What follows belongs to an exercise in optimizing a design on an open flow for small area and a short achievable clock period; a production flow would make more cautious choices.
Where RTL was checked, it was by simulation tests only, not by an equivalence proof against the original.
Power figures rest on the tool's default switching activity, not on a simulated workload.

Design jpeg_fb_writer, start of the top module:
module jpeg_fb_writer #(
  parameter int unsigned       ADDR_W    = 32,
  parameter logic [ADDR_W-1:0] BASE_ADDR = 32'h0010_0000,
  parameter int unsigned       PIX_FMT   = 0
) (
  input  logic              clk,
  input  logic              reset,
  input  logic              in_valid_i,
  input  logic [15:0]       in_width_i,
  input  logic [15:0]       in_height_i,
  input  logic [15:0]       in_x_i,
  input  logic [15:0]       in_y_i,
  input  logic [7:0]        in_r_i,
  input  logic [7:0]        in_g_i,
  input  logic [7:0]        in_b_i,
  output logic              in_accept_o,
  output logic              wr_valid_o,
  output logic [ADDR_W-1:0] wr_addr_o,
  output logic [31:0]       wr_data_o,
  output logic [3:0]        wr_strb_o,
  input  logic              wr_ready_i,
  output logic              frame_done_o,
  output logic              busy_o,
  output logic [15:0]       crop_count_o,
  output logic              geom_err_o
);
Size: about 1800 cells after synthesis, roughly 180 I/O pins, roughly 17000 µm² of cells after synthesis.
clock: 9.0 ns
lec_check: 0
cap_margin: 20
core_margin: 2
core_utilization: 40
cts_buf_list: sky130_fd_sc_hd__clkbuf_4 sky130_fd_sc_hd__clkbuf_8
cts_cluster_diameter: 80
cts_cluster_size: 16
setup_slack_margin: 4.8
slew_margin: 20
synth_hierarchical: 1
standard.sh (not shown) runs the stock make flow with config.mk's settings and CLKGATE_MAP_FILE= SYNTH_SCRIPT=/design/flow/synth_recipe.tcl, a recipe that flattens the netlist after the stock synthesis.
==> flow/flow/run.sh <==
#!/bin/bash
# Own layout flow: the standard flow, with plain buf_1 cells as the port buffers
# (instead of the delay-cell buffer the resizer picks by default). Every port still gets
# its own buffer. The full make output goes to std_flow.log in the work folder.
set -euo pipefail
export BUFFER_PORTS_ARGS="-buffer_cell sky130_fd_sc_hd__buf_1"
bash standard.sh finish > std_flow.log 2>&1
Then changed:
--- a/flow/design.v
+++ b/flow/design.v
@@ -21,25 +21,25 @@
   input  logic              wr_ready_i,
   output logic              frame_done_o,
   output logic              busy_o,
   output logic [15:0]       crop_count_o,
   output logic              geom_err_o
 );
-  localparam int L = 14;   
+  localparam int L = 20;   
   logic        active_q, start_pend_q, frame_done_q, geom_err_q;
   logic        s1_valid_q, s1_crop_q, wr_valid_q, strb_q;
   logic [16:0] s1_z_q;                         
   logic [7:0]  s1_one_q, s1_two_q;             
   logic [6:0]  s1_neg_q;
   logic [7:0]  enc_one, enc_two, enc_neg;
   logic [16:0] b_ext;
   logic [16:0] z_d;
   logic [23:0] s1_rgb_q;
   logic [L-1:0]  wr_lo_q;
   logic          wr_c_q;
-  logic [29:L]   wr_p_q, wr_g_q;    
+  logic [29:L]   wr_a_q, wr_b_q;
   logic [23:0] wr_rgb_q;
   logic [15:0] wn_q, w_q, h_q, col_q, row_q, crop_cnt_q;
   logic        en, accept, hs, use_latched, in_bounds, start_ok, wr_load;
   logic        idle, count, col_last, last, frame_end;
   logic        active_d, start_pend_d, wr_valid_d, s1_valid_d;
   logic [15:0] w_used, h_used;
@@ -501,14 +501,14 @@
       geom_err_q   <= 1'b0;
       s1_valid_q   <= 1'b0;
       wr_valid_q   <= 1'b0;
       strb_q       <= 1'b0;
       wr_lo_q      <= '0;
       wr_c_q       <= 1'b0;
-      wr_p_q       <= '0;
-      wr_g_q       <= '0;
+      wr_a_q       <= '0;
+      wr_b_q       <= '0;
       wr_rgb_q     <= '0;
       crop_cnt_q   <= '0;
     end else begin
       active_q     <= active_d;
       start_pend_q <= start_pend_d;
       frame_done_q <= frame_end;
@@ -518,58 +518,39 @@
       wr_valid_q   <= wr_valid_d;
       if (wr_load) begin
         strb_q  <= 1'b1;
         wr_rgb_q <= s1_rgb_q;
         wr_lo_q <= lo_sum[L-1:0];
         wr_c_q  <= lo_sum[L];
-        wr_p_q  <= mra[29:L] ^ mrb[29:L];
-        wr_g_q  <= mra[29:L] & mrb[29:L];
+        wr_a_q  <= mra[29:L];
+        wr_b_q  <= mrb[29:L];
       end
       if (start_ok)
         crop_cnt_q <= 16'd0;
       else if (en & s1_valid_q & s1_crop_q & (crop_cnt_q != 16'hFFFF))
         crop_cnt_q <= crop_cnt_q + 16'd1;
     end
   end
-  jfw_cpa_pg u_hi (.p(wr_p_q), .g(wr_g_q), .ci(wr_c_q), .s(hi_sum));
+  jfw_cpa_hi u_hi (.a(wr_a_q), .b(wr_b_q), .ci(wr_c_q), .s(hi_sum));
   jfw_accept u_acc (.wr_valid(wr_valid_q), .wr_ready(wr_ready_i), .accept(in_accept_o));
   assign wr_valid_o   = wr_valid_q;
   assign wr_addr_o    = {hi_sum, wr_lo_q, 2'b00};
   assign wr_data_o    = {8'h00, wr_rgb_q};
   assign wr_strb_o    = {4{strb_q}};
   assign frame_done_o = frame_done_q;
   assign busy_o       = active_q | frame_done_q | s1_valid_q | wr_valid_q | start_pend_q;
   assign crop_count_o = crop_cnt_q;
   assign geom_err_o   = geom_err_q;
 endmodule
-module jfw_cpa_lo (input logic [14-1:0] a, b, output logic [14:0] s);
+module jfw_cpa_lo (input logic [20-1:0] a, b, output logic [20:0] s);
   assign s = {1'b0, a} + {1'b0, b};
 endmodule
-module jfw_cpa_pg (
-  input  logic [29-14:0] p, g,
-  input  logic                 ci,
-  output logic [29-14:0] s
-);
-  localparam int N  = 30 - 14;
-  localparam int M  = N + 1;
-  localparam int LV = $clog2(M);
-  logic [(LV+1)*M-1:0] gg, pp;
-  assign gg[M-1:0] = {g, ci};
-  assign pp[M-1:0] = {p, 1'b0};
-  for (genvar l = 0; l < LV; l++) begin : g_lvl
-    for (genvar i = 0; i < M; i++) begin : g_pos
-      if (i >= (1 << l)) begin : g_op
-        assign gg[(l+1)*M+i] = gg[l*M+i] | (pp[l*M+i] & gg[l*M+i-(1<<l)]);
-        assign pp[(l+1)*M+i] = pp[l*M+i] & pp[l*M+i-(1<<l)];
-      end else begin : g_pass
-        assign gg[(l+1)*M+i] = gg[l*M+i];
-        assign pp[(l+1)*M+i] = pp[l*M+i];
-      end
-    end
-  end
-  assign s = p ^ gg[LV*M +: N];
+module jfw_cpa_hi (input logic [29:20] a, b, input logic ci, output logic [29:20] s);
+  logic [30-20:0] t;
+  assign t = {a, 1'b1} + {b, ci};
+  assign s = t[30-20:1];
 endmodule
 module jfw_accept (input logic wr_valid, wr_ready, output logic accept);
   assign accept = !wr_valid | wr_ready;
 endmodule
 module jfw_fa (input logic a, b, c, output logic s, co);
   assign s  = a ^ b ^ c;
Clock-buffer cell count shrinks by 4.
Routed wire length climbs slightly.
Utilization climbs by 3.8 points.
Total power is higher by well over a third.
Non-clock buffer count rises by 64.
Clock skew went down by 7.0 ps.
Clock power stays flat.
Cell area rose by a few percent.
Global-route usage came out higher by 0.64 points.
Critical path depth rose by 2.
No functional check of the RTL was part of any run of this note.

* * *

jpeg_fb_writer, a different RTL version from the one above (not shown whole).
Size: ~1600 cells after synthesis, about 220 flip-flops, ~17000 um^2 of cells after synthesis.
clock: 9.0 ns
lec_check: 0
cap_margin: 20
core_margin: 2
core_utilization: 40
cts_buf_list: sky130_fd_sc_hd__clkbuf_4 sky130_fd_sc_hd__clkbuf_8
cts_cluster_diameter: 80
cts_cluster_size: 16
setup_slack_margin: 4.6
slew_margin: 20
synth_hierarchical: 1
Scripts as last shown in full above: flow/flow/run.sh
The starting point completed without violations.
Then changed:
--- a/flow/design.v
+++ b/flow/design.v
@@ -515,49 +515,49 @@
       s1_one_q  <= enc_one;
       s1_two_q  <= enc_two;
       s1_neg_q  <= enc_neg;
       s1_y15_q  <= in_y_i[15];
       s1_rgb_q  <= {in_r_i, in_g_i, in_b_i};
       s1_crop_q <= !in_bounds;
     end
+    if (wr_load) wr_rgb_q <= s1_rgb_q;
     if (start_ok) begin
       wn_q  <= ~in_width_i;
       h_q   <= in_height_i;
+      col_q <= w_used;
+      row_q <= in_height_i;
+    end else if (count) begin
+      col_q <= col_last ? w_used : col_q - 16'd1;
+      if (col_last) row_q <= row_q - 16'd1;
     end
-    if (start_ok | count)
-      col_q <= (!count | col_last) ? w_used : col_q - 16'd1;
-    if (start_ok | (count & col_last))
-      row_q <= count ? row_q - 16'd1 : in_height_i;
   end
   always_ff @(posedge clk) begin
     if (!reset) begin
       active_q     <= 1'b0;
       start_pend_q <= 1'b0;
       frame_done_q <= 1'b0;
       geom_err_q   <= 1'b0;
       s1_valid_q   <= 1'b0;
       wr_valid_q   <= 1'b0;
       strb_q       <= 1'b0;
       wr_lo_q      <= '0;
       wr_c_q       <= 1'b0;
       wr_a_q       <= '0;
       wr_b_q       <= '0;
-      wr_rgb_q     <= '0;
       crop_cnt_q   <= '0;
     end else begin
       active_q     <= active_d;
       start_pend_q <= start_pend_d;
       frame_done_q <= frame_end;
       if (active_q & accept & ((in_width_i != w_q) | (in_height_i != h_q)))
         geom_err_q <= 1'b1;
       s1_valid_q   <= s1_valid_d;
       wr_valid_q   <= wr_valid_d;
       if (wr_load) begin
         strb_q  <= 1'b1;
-        wr_rgb_q <= s1_rgb_q;
         wr_lo_q <= lo_sum[L-1:0];
         wr_c_q  <= lo_sum[L];
         wr_a_q  <= mra[29:L];
         wr_b_q  <= mrb[29:L];
       end
       if (start_ok)
         crop_cnt_q <= 16'd0;
@@ -565,15 +565,15 @@
         crop_cnt_q <= crop_cnt_q + 16'd1;
     end
   end
   jfw_cpa_hi u_hi (.a(wr_a_q), .b(wr_b_q), .ci(wr_c_q), .s(hi_sum));
   jfw_accept u_acc (.wr_valid(wr_valid_q), .wr_ready(wr_ready_i), .accept(in_accept_o));
   assign wr_valid_o   = wr_valid_q;
   assign wr_addr_o    = {hi_sum, wr_lo_q, 2'b00};
-  assign wr_data_o    = {8'h00, wr_rgb_q};
+  assign wr_data_o    = strb_q ? {8'h00, wr_rgb_q} : 32'd0;
   assign wr_strb_o    = {4{strb_q}};
   assign frame_done_o = frame_done_q;
   assign busy_o       = active_q | frame_done_q | s1_valid_q | wr_valid_q | start_pend_q;
   assign crop_count_o = crop_cnt_q;
   assign geom_err_o   = geom_err_q;
 endmodule
 module jfw_cpa_hi (input logic [29:14] a, b, input logic ci, output logic [29:14] s);
The new run completed with no timing, DRC or antenna violations.
Via count drops by about 3.4%.
Global-route usage stays flat.
Die area rises by 0.44%.
Synthesized area climbs by 0.45%.
Worst setup slack is better by 0.039 ns.
The RTL of the first run of this note was laid out without a check of its function.

-- re-timing with driven ports --
How much do the figures lean on ideal ports? The routed layouts below were timed once more, with nothing changed but the port constraints.
Step 1, drivers: a clkbuf_16 drives clk and a buf_2 each remaining input, both assumed.
Step 2 also shifts input and output timing later by t, the mid clock arrival at the registers, as if the neighbouring blocks saw the same clock.
Slacks: ideal ports / drivers / drivers and shift; pairs: ideal ports / drivers.
run	t, ns	setup WS [ns]	cell pins on the clock port's net
the first run of note 1	0.617	4.872 / 4.872 / 4.383	1
the second run of note 1	0.613	4.441 / 4.441 / 4.338	1
the first run of note 2	0.614	4.689 / 4.637 / 4.244	1
the second run of note 2	0.597	4.728 / 4.680 / 4.205	1
After both steps setup and hold are still met in every run listed. For the second run of note 2, which loses most, drivers alone change the setup slack by -0.048 ns; drivers and shift together by -0.523 ns.
